From an optimization exercise on the open Yosys and OpenROAD flow, aimed at small area and a short achievable clock period; shortcuts taken in it are not production practice.
Only simulation tests tie the RTL to the original design; equivalence was not proved.
Power figures rest on the tool's default switching activity, not on a simulated workload.

quartz:
==> flow/design.v <==
package debug_pkg;
    localparam int xlen = 32;
    localparam int gpr_count = 32;
    localparam logic [7:0] cmdtype_access_reg = 8'd0;
    typedef logic [15:0] regno_t;
    localparam regno_t gpr_first = 16'h1000;
    localparam regno_t gpr_last  = 16'h101F;
    localparam regno_t csr_dcsr  = 16'h07B0;
    localparam regno_t csr_dpc   = 16'h07B1;
    localparam int dcsr_step_bit    = 2;
    localparam int dcsr_cause_lsb   = 6;
    localparam int dcsr_cause_msb   = 8;
    localparam int dcsr_ebreakm_bit = 15;
    localparam logic [xlen-1:0] dcsr_reset_val = 32'h4000_0000;
    localparam logic [xlen-1:0] gpr_reset_step = 32'h0101_0101;
    localparam logic [xlen-1:0] pc_incr        = 32'd4;
    typedef enum logic [1:0] {
        st_run,
        st_halted,
        st_resuming,
        st_abs_reg
    } seq_state_t;
    typedef enum logic [2:0] {
        cause_none    = 3'd0,
        cause_ebreak  = 3'd1,
        cause_trigger = 3'd2,
        cause_haltreq = 3'd3,
        cause_step    = 3'd4
    } cause_t;
    typedef struct packed {
        logic [7:0] cmdtype;
        logic       transfer;
        logic       write;
        regno_t     regno;
    } cmd_t;
    typedef struct packed {
        logic            halt_req;
        logic            resume_req;
        logic            exec;
        cmd_t            command;
        logic [xlen-1:0] data;
    } dm_req_t;
    typedef struct packed {
        logic            halted;
        logic            done;
        logic            exception;
        logic            haltresume;
        logic [xlen-1:0] data;
    } dm_rsp_t;
    typedef struct packed {
        seq_state_t state;
        logic       write_pc;
        logic       write_pc_ne;
        logic       abstract_done;
        logic       abstract_write;
    } ctrl_sig_t;
    typedef struct packed {
        logic [xlen-1:0] dcsr;
        logic [xlen-1:0] dpc;
    } csr_view_t;
    function automatic logic is_gpr(input regno_t regno);
        is_gpr = ((regno >= gpr_first) && (regno <= gpr_last));
    endfunction
    function automatic logic is_valid_csr(input regno_t regno);
        is_valid_csr = ((regno == csr_dcsr) || (regno == csr_dpc));
    endfunction
endpackage
`timescale 1ns/1ps
module debug_top (
    input  logic            clk,
    input  logic            rst_n,
    input  logic [60:0]     dm_req,
    input  logic            trig,
    input  logic            eb,
    output logic [35:0]     dm_rsp,
    output logic            debug,
    output logic            halted,
    output logic            step_en,
    output logic [31:0]     pc
);
    logic        halt_req, resume_req, exec, transfer, wr;
    logic [7:0]  cmdtype;
    logic [15:0] regno;
    logic [31:0] data;
    assign halt_req   = dm_req[60];
    assign resume_req = dm_req[59];
    assign exec       = dm_req[58];
    assign cmdtype    = dm_req[57:50];
    assign transfer   = dm_req[49];
    assign wr         = dm_req[48];
    assign regno      = dm_req[47:32];
    assign data       = dm_req[31:0];
    logic s_run, s_halt, s_res, s_abs;
    logic debug_q, halted_q;
    logic a_q, e_q;
    logic step_q, ebm_q;
    logic [2:0]  cause_q;
    logic [31:0] dpc_q, pc_q;
    logic [31:0] pc_next;
    logic [3:0] wa_q;
    logic [7:0] wb_q;
    logic wd_q, wp_q, exc_q;
    logic [31:0] gpr [1:31];
    logic entry, ns_run, ns_halt, ns_res, ns_abs;
    logic step_n, ebm_n;
    logic is_gpr, is_dcsr, is_dpc, aar;
    logic use_pc;
    logic [2:0] cause_n;
    logic debug_i;
    assign debug_i = !resume_req && (a_q || (s_run && (trig || halt_req)) || (e_q && eb));
    assign entry   = debug_i && !debug_q;
    dbg_port u_dbg (
        .resume_req (resume_req),
        .halt_req   (halt_req),
        .trig       (trig),
        .eb         (eb),
        .a_q        (a_q),
        .s_run      (s_run),
        .e_q        (e_q),
        .debug      (debug)
    );
    assign ns_abs  = rst_n && s_halt && !resume_req && exec;
    assign ns_res  = rst_n && s_halt && resume_req;
    assign ns_halt = rst_n && ((s_run && debug_i) || s_abs || (s_halt && !resume_req && !exec));
    assign ns_run  = !rst_n || s_res || (s_run && !debug_i);
    assign step_n = !rst_n ? 1'b0 : (wd_q ? data[2]  : step_q);
    assign ebm_n  = !rst_n ? 1'b0 : (wd_q ? data[15] : ebm_q);
    assign is_gpr  = regno[15:5] == 11'h080;
    assign is_dcsr = regno == 16'h07B0;
    assign is_dpc  = regno == 16'h07B1;
    assign aar     = ns_abs && (cmdtype == 8'd0) && transfer;
    assign pc_next = pc_q + 32'd4;
    always_comb begin
        if (trig)                 cause_n = 3'd2;
        else if (eb && ebm_q)     cause_n = 3'd1;
        else if (halt_req)        cause_n = 3'd3;
        else                      cause_n = 3'd4;
    end
    assign use_pc = trig || (eb && (ebm_q || halt_req));
    always_ff @(posedge clk) begin
        s_run    <= ns_run;
        s_halt   <= ns_halt;
        s_res    <= ns_res;
        s_abs    <= ns_abs;
        debug_q  <= rst_n && debug_i;
        halted_q <= rst_n && (halted_q || (debug_i && ns_halt)) && !ns_res;
        a_q      <= rst_n && (debug_i || (ns_run && step_n));
        e_q      <= rst_n && ns_run && ebm_n;
        step_q   <= step_n;
        ebm_q    <= ebm_n;
        for (int j = 0; j < 4; j++) begin
            wa_q[j] <= aar && wr && is_gpr && (regno[4:3] == 2'(j));
        end
        for (int k = 0; k < 8; k++) begin
            wb_q[k] <= regno[2:0] == 3'(k);
        end
        wd_q      <= aar && wr && is_dcsr;
        wp_q      <= aar && wr && is_dpc;
        exc_q     <= aar && !(is_gpr || is_dcsr || is_dpc);
    end
    always_ff @(posedge clk) begin
        if (!rst_n) begin
            cause_q <= 3'd0;
        end else if (entry) begin
            cause_q <= cause_n;
        end
    end
    always_ff @(posedge clk) begin
        if (!rst_n) begin
            pc_q <= 32'd0;
        end else if (s_run && !debug_i) begin
            pc_q <= pc_next;
        end else if (s_res) begin
            pc_q <= dpc_q;
        end
    end
    always_ff @(posedge clk) begin
        if (entry) begin
            dpc_q <= use_pc ? pc_q : pc_next;
        end else if (wp_q) begin
            dpc_q <= data;
        end
    end
    logic [31:0] gd0, gd1;
    assign gd0 = data & {32{rst_n}};
    assign gd1 = data | {32{!rst_n}};
    always_ff @(posedge clk) begin
        for (int i = 1; i < 32; i++) begin
            if (!rst_n || (wa_q[i >> 3] && wb_q[i & 7])) begin
                for (int b = 0; b < 32; b++) begin
                    gpr[i][b] <= ((b % 8) < 5 && ((i >> (b % 8)) & 1) != 0) ? gd1[b] : gd0[b];
                end
            end
        end
    end
    logic [31:0] rdn, rdn_q;
    logic [31:0] rsel;
    logic [32*32-1:0] rin;
    logic sel_dcsr;
    always_comb begin
        rin[31:0] = dpc_q;
        for (int i = 1; i < 32; i++) begin
            rin[i*32 +: 32] = gpr[i];
        end
    end
    rd_dec u_dec (
        .r12  (regno[12]),
        .idx  (regno[4:0]),
        .sel  (rsel),
        .dsel (sel_dcsr)
    );
    rd_mux u_rd (
        .sel  (rsel),
        .din  (rin),
        .dsel (sel_dcsr),
        .dcsr ({1'b0, 1'b1, 14'd0, ebm_q, 6'd0, cause_q, 3'd0, step_q, 2'd0}),
        .qn   (rdn)
    );
    always_ff @(posedge clk) begin
        rdn_q <= rdn;
    end
    assign halted  = halted_q;
    assign step_en = step_q;
    assign pc      = pc_q;
    assign dm_rsp  = {halted_q, s_abs, exc_q, 1'b0, ~rdn_q};
endmodule
module rd_dec (
    input  logic        r12,
    input  logic [4:0]  idx,
    output logic [31:0] sel,
    output logic        dsel
);
    logic [3:0] hi;
    logic [7:0] lo;
    always_comb begin
        for (int j = 0; j < 4; j++) hi[j] = r12 && (idx[4:3] == 2'(j));
        for (int k = 0; k < 8; k++) lo[k] = idx[2:0] == 3'(k);
        sel[0] = !r12 && idx[0];
        for (int i = 1; i < 32; i++) sel[i] = hi[i >> 3] && lo[i & 7];
    end
    assign dsel = !r12 && !idx[0];
endmodule
module rd_mux (
    input  logic [31:0]       sel,
    input  logic [32*32-1:0]  din,
    input  logic              dsel,
    input  logic [31:0]       dcsr,
    output logic [31:0]       qn
);
    localparam logic [31:0] dcsr_bits = 32'h4000_81C4;
    for (genvar b = 0; b < 32; b++) begin : g_bit
        logic [10:0] n;
        logic [2:0]  p;
        for (genvar k = 0; k < 10; k++) begin : g_grp
            aoi222 u_g (
                .a1(sel[3*k]),   .a2(din[(3*k)*32 + b]),
                .b1(sel[3*k+1]), .b2(din[(3*k+1)*32 + b]),
                .c1(sel[3*k+2]), .c2(din[(3*k+2)*32 + b]),
                .y(n[k])
            );
        end
        if (dcsr_bits[b]) begin : g_d
            aoi222 u_g (
                .a1(sel[30]), .a2(din[30*32 + b]),
                .b1(sel[31]), .b2(din[31*32 + b]),
                .c1(dsel),    .c2(dcsr[b]),
                .y(n[10])
            );
        end else begin : g_nd
            assign n[10] = !((sel[30] && din[30*32 + b]) || (sel[31] && din[31*32 + b]));
        end
        assign p[0] = !(&n[3:0]);
        assign p[1] = !(&n[7:4]);
        assign p[2] = !(&n[10:8]);
        assign qn[b] = !(|p);
    end
endmodule
module dbg_port (
    input  logic resume_req,
    input  logic halt_req,
    input  logic trig,
    input  logic eb,
    input  logic a_q,
    input  logic s_run,
    input  logic e_q,
    output logic debug
);
    assign debug = !resume_req && (a_q || (s_run && (trig || halt_req)) || (e_q && eb));
endmodule
module aoi222 (
    input  logic a1, a2, b1, b2, c1, c2,
    output logic y
);
    assign y = !((a1 && a2) || (b1 && b2) || (c1 && c2));
endmodule
Settings: LEC_CHECK=0, CAP_MARGIN=20, CORE_MARGIN=2, CORE_UTILIZATION=50, CTS_BUF_LIST=sky130_fd_sc_hd__clkbuf_16, CTS_CLUSTER_DIAMETER=100, CTS_CLUSTER_SIZE=24, SETUP_SLACK_MARGIN=2.9, SLEW_MARGIN=20, SYNTH_HIERARCHICAL=1, SYNTH_MINIMUM_KEEP_SIZE=0; clock period 5.5 ns.
standard.sh (not shown) runs the stock make flow with config.mk's settings and CLKGATE_MAP_FILE= SYNTH_SCRIPT=/design/flow/synth_recipe.tcl, a recipe that flattens the netlist after the stock synthesis.
==> flow/flow/run.sh <==
#!/bin/bash
# Standard layout, with plain buffers on the ports instead of the delay
# buffers that buffer_ports picks by default.
set -e
export BUFFER_PORTS_ARGS="-buffer_cell sky130_fd_sc_hd__buf_2"
bash standard.sh > standard.log 2>&1
## Diff of input files: amber against quartz
- a change of CORE_UTILIZATION from 50 to 40
- an added GPL_ROUTABILITY_DRIVEN of 0
==> run notes <==
Die area was lower in quartz than in amber.
Summary of amber over quartz: data required time of the critical path shows a reduction of 1.61 ns; met3 usage in global routing shows a reduction of 3.5 points; maximum frequency shows an increase of 0.98%.
Delta (amber minus quartz): slack of the worst reg-to-reg path decreased by 0.14 ns relative to the old numbers, met2 track demand over resource decreased by 9.3 points relative to the old numbers.
Non-clock buffering overhead in the final layout for amber: 1.2 points down relative to quartz
[inputs] ember vs amber
- SETUP_SLACK_MARGIN: 2.9 -> 2.8
- GPL_ROUTABILITY_DRIVEN: 0 -> unset
Findings:
- ember was carried through to the last stage, and its layout satisfied the timing, DRC and antenna checks.
- Taking amber as the reference, in ember non-clock buffer count saw an increase, wire length saw an increase, power saw an increase, clock network power saw little to no change, global-route usage saw an increase.
- The sum of net half-perimeters after detailed placement in ember was higher than what amber gave.
The inputs of harbor differ from those of ember as listed below.
- swapping 2.8 for 2.9 in SETUP_SLACK_MARGIN
diff --git a/flow/flow/run.sh b/flow/flow/run.sh
--- a/flow/flow/run.sh
+++ b/flow/flow/run.sh
@@ -5,2 +5,2 @@
 export BUFFER_PORTS_ARGS="-buffer_cell sky130_fd_sc_hd__buf_2"
-bash standard.sh > standard.log 2>&1
+bash standard.sh MATCH_CELL_FOOTPRINT=0 finish > standard.log 2>&1
### Flow results
Per the final summary, harbor finished and its layout is clean on timing, DRC and antenna.
Area after synthesis came out exactly the same in ember and harbor.
Going from ember to harbor, total power closely matched the old numbers; stage delay of the slowest cell on the critical path climbed 0.26 ns; all-layer global routing usage went up 0.29 points; final period utilization moved down.
Between ember and harbor, the combinational share of power figures differ only marginally.
Final instance area grows slightly when moving from ember to harbor.
Comparing total area of multi-input combinational cells for ember and harbor, the smaller number came from ember.
Fmax ended up about 8% higher on harbor than on ember.
For garnet, these inputs were changed with respect to harbor:
- a change of CTS_CLUSTER_SIZE from 24 to 28
==> flow/flow/run.sh <==
#!/bin/bash
# Standard layout, with plain buffers on the ports instead of the delay
# buffers that buffer_ports picks by default.
set -e
export BUFFER_PORTS_ARGS="-buffer_cell sky130_fd_sc_hd__buf_1"
bash standard.sh > standard.log 2>&1
Notes after the runs:
Diff harbor..garnet | number of hold violations in the final report | unchanged. Sequential share of layout area: garnet and harbor compared, higher one is garnet. Total power of garnet is lower than that of harbor. garnet ended with less clock network fraction of design power than harbor. Compared with harbor, garnet shows a higher met1 layer usage reported by global route. garnet has completed all stages; timing, DRC and antenna checks passed.

re-timing with driven ports:
Ports are ideal in the flow. The routed layouts listed here were re-timed in OpenROAD.
Step 1 assumes that a clkbuf_16 drives the clock port and a buf_2 every other input.
Step 2 moves the port delays by t, midway between the first and last clock arrival at a register: inputs arrive t later, outputs are due t later. That takes back most of the time a late clock gives input paths.
Slacks: ideal / step 1 / step 2; pairs: ideal / step 1.
run	shift t [ns]	slack for setup (ns)	worst setup path at the end	clock arrival spread, ns	slew at the worst register clock pin (ns)
quartz	0.704	2.818 / 2.817 / 2.157	input to register	0.031 / 0.031	0.10 / 0.10
amber	0.704	2.844 / 2.794 / 2.241	input to register	0.023 / 0.023	0.10 / 0.10
ember	0.706	2.666 / 2.699 / 1.992	input to register	0.031 / 0.031	0.10 / 0.10
harbor	0.709	2.865 / 2.803 / 2.200	input to register	0.038 / 0.038	0.11 / 0.11
garnet	0.689	2.813 / 2.822 / 2.147	input to register	0.038 / 0.037	0.12 / 0.12
After both steps setup and hold are still met in every run listed. The setup slack of ember, which loses most, moves by +0.033 ns with the drivers and by -0.674 ns with both steps.
